Background: an optimization exercise with open tools, aiming at small area, a short achievable clock period and few clock cycles. Do not read the settings as production practice. Function was checked by simulation only, so behaviour that the tests miss may differ from the original. Power figures rest on the tool's default switching activity, not on a simulated workload.

==> module ram_hs_array, before the edit <==
module ram_hs_array
#(
  parameter int WIDTH  = 8,
  parameter int ADDR_W = 8
) (
  input  logic                 clk,
  input  logic [63:0]          nlo_g,     
  input  logic [15:0]          nwrow,     
  input  logic [15:0]          wsel_h,    
  input  logic [15:0]          wsel_l,    
  input  logic [3:0]           nrow,      
  input  logic [WIDTH-1:0]     wdata_n,   
  output logic [4*WIDTH-1:0]   grp_r      
);
  localparam int DEPTH = 1 << ADDR_W;
  logic [WIDTH-1:0] mem_r [DEPTH];
  logic [WIDTH-1:0] row_s [16];
  logic [WIDTH-1:0] grp_s [4];
  for (genvar i = 0; i < DEPTH; i++) begin : g_word
    logic en, en_n;
    assign en   = !(nwrow[i / 16] || nlo_g[(i / 64) * 16 + i % 16]);
    assign en_n = !(wsel_h[i / 16] && wsel_l[i % 16]);
    always_ff @(posedge clk) begin
      mem_r[i] <= ~((wdata_n | {WIDTH{en_n}}) & (mem_r[i] | {WIDTH{en}}));
    end
  end
  always_comb begin
    for (int r = 0; r < 16; r++) begin
      row_s[r] = {WIDTH{1'b1}};
      for (int l = 0; l < 16; l++)
        row_s[r] = row_s[r] & (mem_r[r * 16 + l] | {WIDTH{nlo_g[(r / 4) * 16 + l]}});
    end
    for (int g = 0; g < 4; g++) begin
      grp_s[g] = {WIDTH{1'b1}};
      for (int m = 0; m < 4; m++)
        grp_s[g] = grp_s[g] & (row_s[g * 4 + m] | {WIDTH{nrow[m]}});
    end
  end
  always_ff @(posedge clk) begin
    for (int g = 0; g < 4; g++) grp_r[g*WIDTH +: WIDTH] <= grp_s[g];
  end
endmodule
==> module ram_hs, before the edit <==
module ram_hs
#(
  parameter int WIDTH       = 8,
  parameter int ADDR_W      = 8,
  parameter int WAIT_STATES = 2
) (
  input  logic              clk,
  input  logic              reset,
  input  logic              req,
  input  logic              we,
  input  logic [ADDR_W-1:0] adr,
  input  logic [WIDTH-1:0]  writedata,
  output logic [WIDTH-1:0]  memdata,
  output logic              ready,
  output logic              busy
);
  generate
    if (!ram_hs_pkg::wait_states_ok(WAIT_STATES)) begin : g_bad_wait_states
      $error("ram_hs: WAIT_STATES must be within 0..15");
    end
    if (ADDR_W != 8) begin : g_bad_adr_w
      $error("ram_hs: the array is built for ADDR_W 8");
    end
  endgenerate
  logic              clr_r, v_r, we_r, par_r, par_s, wr_s;
  logic              v2_r, we2_r, par2_r, ready_r;
  logic [WIDTH-1:0]  wdata_n_r, wd2_r, memdata_r, rd_s;
  logic [63:0]       nlo_g_r;
  logic [15:0]       nwrow_r, wsel_h_r, wsel_l_r;
  logic [3:0]        nrow_r;
  logic [4*WIDTH-1:0] grp_r;
  assign par_s = clr_r ? 1'b0 : !par_r;
  always_ff @(posedge clk) par_r <= par_s;
  assign wr_s = req && we;
  always_ff @(posedge clk) begin
    clr_r <= reset;
    v_r   <= req && !reset;
    we_r  <= we;
    wdata_n_r <= reset ? {WIDTH{1'b1}} : (writedata ^ {WIDTH{par_s}});
  end
  always_ff @(posedge clk) begin
    for (int g = 0; g < 4; g++)
      for (int l = 0; l < 16; l++)
        nlo_g_r[g*16 + l] <= !(reset || (adr[7:6] == 2'(g) && adr[3:0] == 4'(l)));
    for (int h = 0; h < 16; h++) begin
      nwrow_r[h]  <= !(reset || (wr_s && adr[7:4] == 4'(h)));
      wsel_h_r[h] <= reset || (wr_s && adr[7:4] == 4'(h));
      wsel_l_r[h] <= reset || adr[3:0] == 4'(h);
    end
    for (int m = 0; m < 4; m++) nrow_r[m] <= adr[5:4] != 2'(m);
  end
  ram_hs_array #(
    .WIDTH  (WIDTH),
    .ADDR_W (ADDR_W)
  ) u_array (
    .clk     (clk),
    .nlo_g   (nlo_g_r),
    .nwrow   (nwrow_r),
    .wsel_h  (wsel_h_r),
    .wsel_l  (wsel_l_r),
    .nrow    (nrow_r),
    .wdata_n (wdata_n_r),
    .grp_r   (grp_r)
  );
  always_ff @(posedge clk) begin
    v2_r   <= v_r && !reset;
    we2_r  <= we_r;
    wd2_r  <= wdata_n_r ^ {WIDTH{par_r}};    
    par2_r <= par_r;
  end
  always_comb begin
    rd_s = {WIDTH{1'b1}};
    for (int g = 0; g < 4; g++) rd_s = rd_s & grp_r[g*WIDTH +: WIDTH];
  end
  always_ff @(posedge clk) begin
    ready_r   <= v2_r && !reset;
    memdata_r <= we2_r ? wd2_r : (rd_s ^ {WIDTH{par2_r}});
  end
  assign memdata = memdata_r;
  assign ready   = ready_r;
  assign busy    = 1'b0;
endmodule
clock: 8.0 ns
lec_check: 0
cap_margin: 20
core_margin: 2
core_utilization: 55
cts_cluster_diameter: 100
cts_cluster_size: 30
slew_margin: 20
standard.sh (not shown) runs the stock make flow with config.mk's settings and CLKGATE_MAP_FILE= SYNTH_SCRIPT=/design/flow/synth_recipe.tcl, a recipe that flattens the netlist after the stock synthesis.
==> flow/flow/run.sh <==
#!/bin/bash
# Layout: the standard flow, with timing repair asked to leave 5.4 ns of
# setup slack at the 8 ns clock (the settings list caps that margin at 5).
# make's output goes to standard.log; ORFS's own per-step logs stay under orfs/logs.
set -euo pipefail
export SETUP_SLACK_MARGIN=5.4
bash standard.sh > standard.log 2>&1
Testbench counts at the start, summed over its fixed seeds: cycles 12,024.
==> next run, changes <==
==> flow/design.v (replaced) <==
package ram_hs_pkg;
  localparam int CNT_W           = 4;
  localparam int MAX_WAIT_STATES = (1 << CNT_W) - 1;
  function automatic bit wait_states_ok(input int ws);
    wait_states_ok = (ws >= 0) && (ws <= MAX_WAIT_STATES);
  endfunction
endpackage
module ram_hs_array
#(
  parameter int WIDTH  = 8,
  parameter int ADDR_W = 8
) (
  input  logic                 clk,
  input  logic [31:0]          nlo_h,     
  input  logic [15:0]          nwrow,     
  input  logic [15:0]          wsel_h,    
  input  logic [15:0]          wsel_l,    
  input  logic [15:0]          nrow,      
  input  logic [WIDTH-1:0]     wdata_n,   
  input  logic                 wr,        
  output logic [4*WIDTH-1:0]   grp_r      
);
  localparam int DEPTH = 1 << ADDR_W;
  logic [WIDTH-1:0] mem_r [DEPTH];
  logic [WIDTH-1:0] row_s [16];
  logic [WIDTH-1:0] grp_s [4];
  for (genvar i = 0; i < DEPTH; i++) begin : g_word
    logic en, en_n;
    assign en   = !(nwrow[i / 16] || nlo_h[(i / 128) * 16 + i % 16]);
    assign en_n = !(wsel_h[i / 16] && wsel_l[i % 16]);
    always_ff @(posedge clk) begin
      mem_r[i] <= ~((wdata_n | {WIDTH{en_n}}) & (mem_r[i] | {WIDTH{en}}));
    end
  end
  always_comb begin
    for (int r = 0; r < 16; r++) begin
      row_s[r] = {WIDTH{1'b1}};
      for (int l = 0; l < 16; l++)
        row_s[r] = row_s[r] & (mem_r[r * 16 + l] | {WIDTH{nlo_h[(r / 8) * 16 + l]}});
    end
    for (int g = 0; g < 4; g++) begin
      grp_s[g] = (g == 0) ? (wdata_n | {WIDTH{!wr}}) : {WIDTH{1'b1}};
      for (int m = 0; m < 4; m++)
        grp_s[g] = grp_s[g] & (row_s[g * 4 + m] | {WIDTH{nrow[g * 4 + m]}});
    end
  end
  always_ff @(posedge clk) begin
    for (int g = 0; g < 4; g++) grp_r[g*WIDTH +: WIDTH] <= grp_s[g];
  end
endmodule
module ram_hs
#(
  parameter int WIDTH       = 8,
  parameter int ADDR_W      = 8,
  parameter int WAIT_STATES = 2
) (
  input  logic              clk,
  input  logic              reset,
  input  logic              req,
  input  logic              we,
  input  logic [ADDR_W-1:0] adr,
  input  logic [WIDTH-1:0]  writedata,
  output logic [WIDTH-1:0]  memdata,
  output logic              ready,
  output logic              busy
);
  generate
    if (!ram_hs_pkg::wait_states_ok(WAIT_STATES)) begin : g_bad_wait_states
      $error("ram_hs: WAIT_STATES must be within 0..15");
    end
    if (ADDR_W != 8) begin : g_bad_adr_w
      $error("ram_hs: the array is built for ADDR_W 8");
    end
  endgenerate
  logic              clr_r, v_r, we_r, par_r, par_s, wr_s;
  logic              v2_r, ready_r;
  logic [WIDTH-1:0]  wdata_n_r, memdata_r, rd_s;
  logic [31:0]       nlo_h_r;
  logic [15:0]       nwrow_r, wsel_h_r, wsel_l_r;
  logic [15:0]       nrow_r;
  logic [4*WIDTH-1:0] grp_r;
  assign par_s = clr_r ? 1'b0 : !par_r;
  always_ff @(posedge clk) par_r <= par_s;
  assign wr_s = req && we;
  always_ff @(posedge clk) begin
    clr_r <= reset;
    v_r   <= req && !reset;
    we_r  <= we;
    wdata_n_r <= reset ? {WIDTH{1'b1}} : (writedata ^ {WIDTH{par_s}});
  end
  always_ff @(posedge clk) begin
    for (int f = 0; f < 2; f++)
      for (int l = 0; l < 16; l++)
        nlo_h_r[f*16 + l] <= !(reset || (adr[7] == 1'(f) && adr[3:0] == 4'(l)));
    for (int h = 0; h < 16; h++) begin
      nwrow_r[h]  <= !(reset || (wr_s && adr[7:4] == 4'(h)));
      wsel_h_r[h] <= reset || (wr_s && adr[7:4] == 4'(h));
      wsel_l_r[h] <= reset || adr[3:0] == 4'(h);
    end
    for (int r = 0; r < 16; r++) nrow_r[r] <= we || adr[7:4] != 4'(r);
  end
  ram_hs_array #(
    .WIDTH  (WIDTH),
    .ADDR_W (ADDR_W)
  ) u_array (
    .clk     (clk),
    .nlo_h   (nlo_h_r),
    .nwrow   (nwrow_r),
    .wsel_h  (wsel_h_r),
    .wsel_l  (wsel_l_r),
    .nrow    (nrow_r),
    .wdata_n (wdata_n_r),
    .wr      (we_r),
    .grp_r   (grp_r)
  );
  always_ff @(posedge clk) v2_r <= v_r && !reset;
  always_comb begin
    rd_s = {WIDTH{1'b1}};
    for (int g = 0; g < 4; g++) rd_s = rd_s & grp_r[g*WIDTH +: WIDTH];
  end
  always_ff @(posedge clk) begin
    ready_r   <= v2_r && !reset;
    memdata_r <= rd_s ^ {WIDTH{!par_r}};
  end
  assign memdata = memdata_r;
  assign ready   = ready_r;
  assign busy    = 1'b0;
endmodule
=> The new run completed without violations; via count rose by 3.9%; wire length goes up by 13%; cell area is lower by 0.53%; final cell count drops by 1.0%; total power drops by 6.5%; flip-flop and latch count is lower by 30; hold slack gets better by 120 ps; critical path depth is unchanged.
Testbench counts after the change, summed over its fixed seeds: cycles 12,024.

afterwards: timing with drivers on the ports:
Ports are ideal in the flow. The routed layouts listed here were re-timed in OpenROAD. Step 1 (the two cells are an assumption about what drives the block):
set clk [get_ports {clk}]
set_driving_cell -lib_cell sky130_fd_sc_hd__clkbuf_16 $clk
set_driving_cell -lib_cell sky130_fd_sc_hd__buf_2 [delete_from_list [all_inputs] $clk]
Step 2, shift: input delay + t, output delay - t, t = (earliest + latest rising clock arrival at the registers) / 2. This alone moves slack from input paths to output paths. a / b / c = no drivers / after step 1 / after step 2; a / b = the first two.
run	t (ns)	setup WS [ns]	worst data-port slew with drivers (ns)
the first run	0.822	5.203 / 5.121 / 4.740	0.19
the second run	0.820	5.205 / 5.121 / 4.730	0.06
After both steps every run listed still meets setup and hold. For the second run, which loses most, drivers alone change the setup slack by -0.084 ns; drivers and shift together by -0.475 ns.
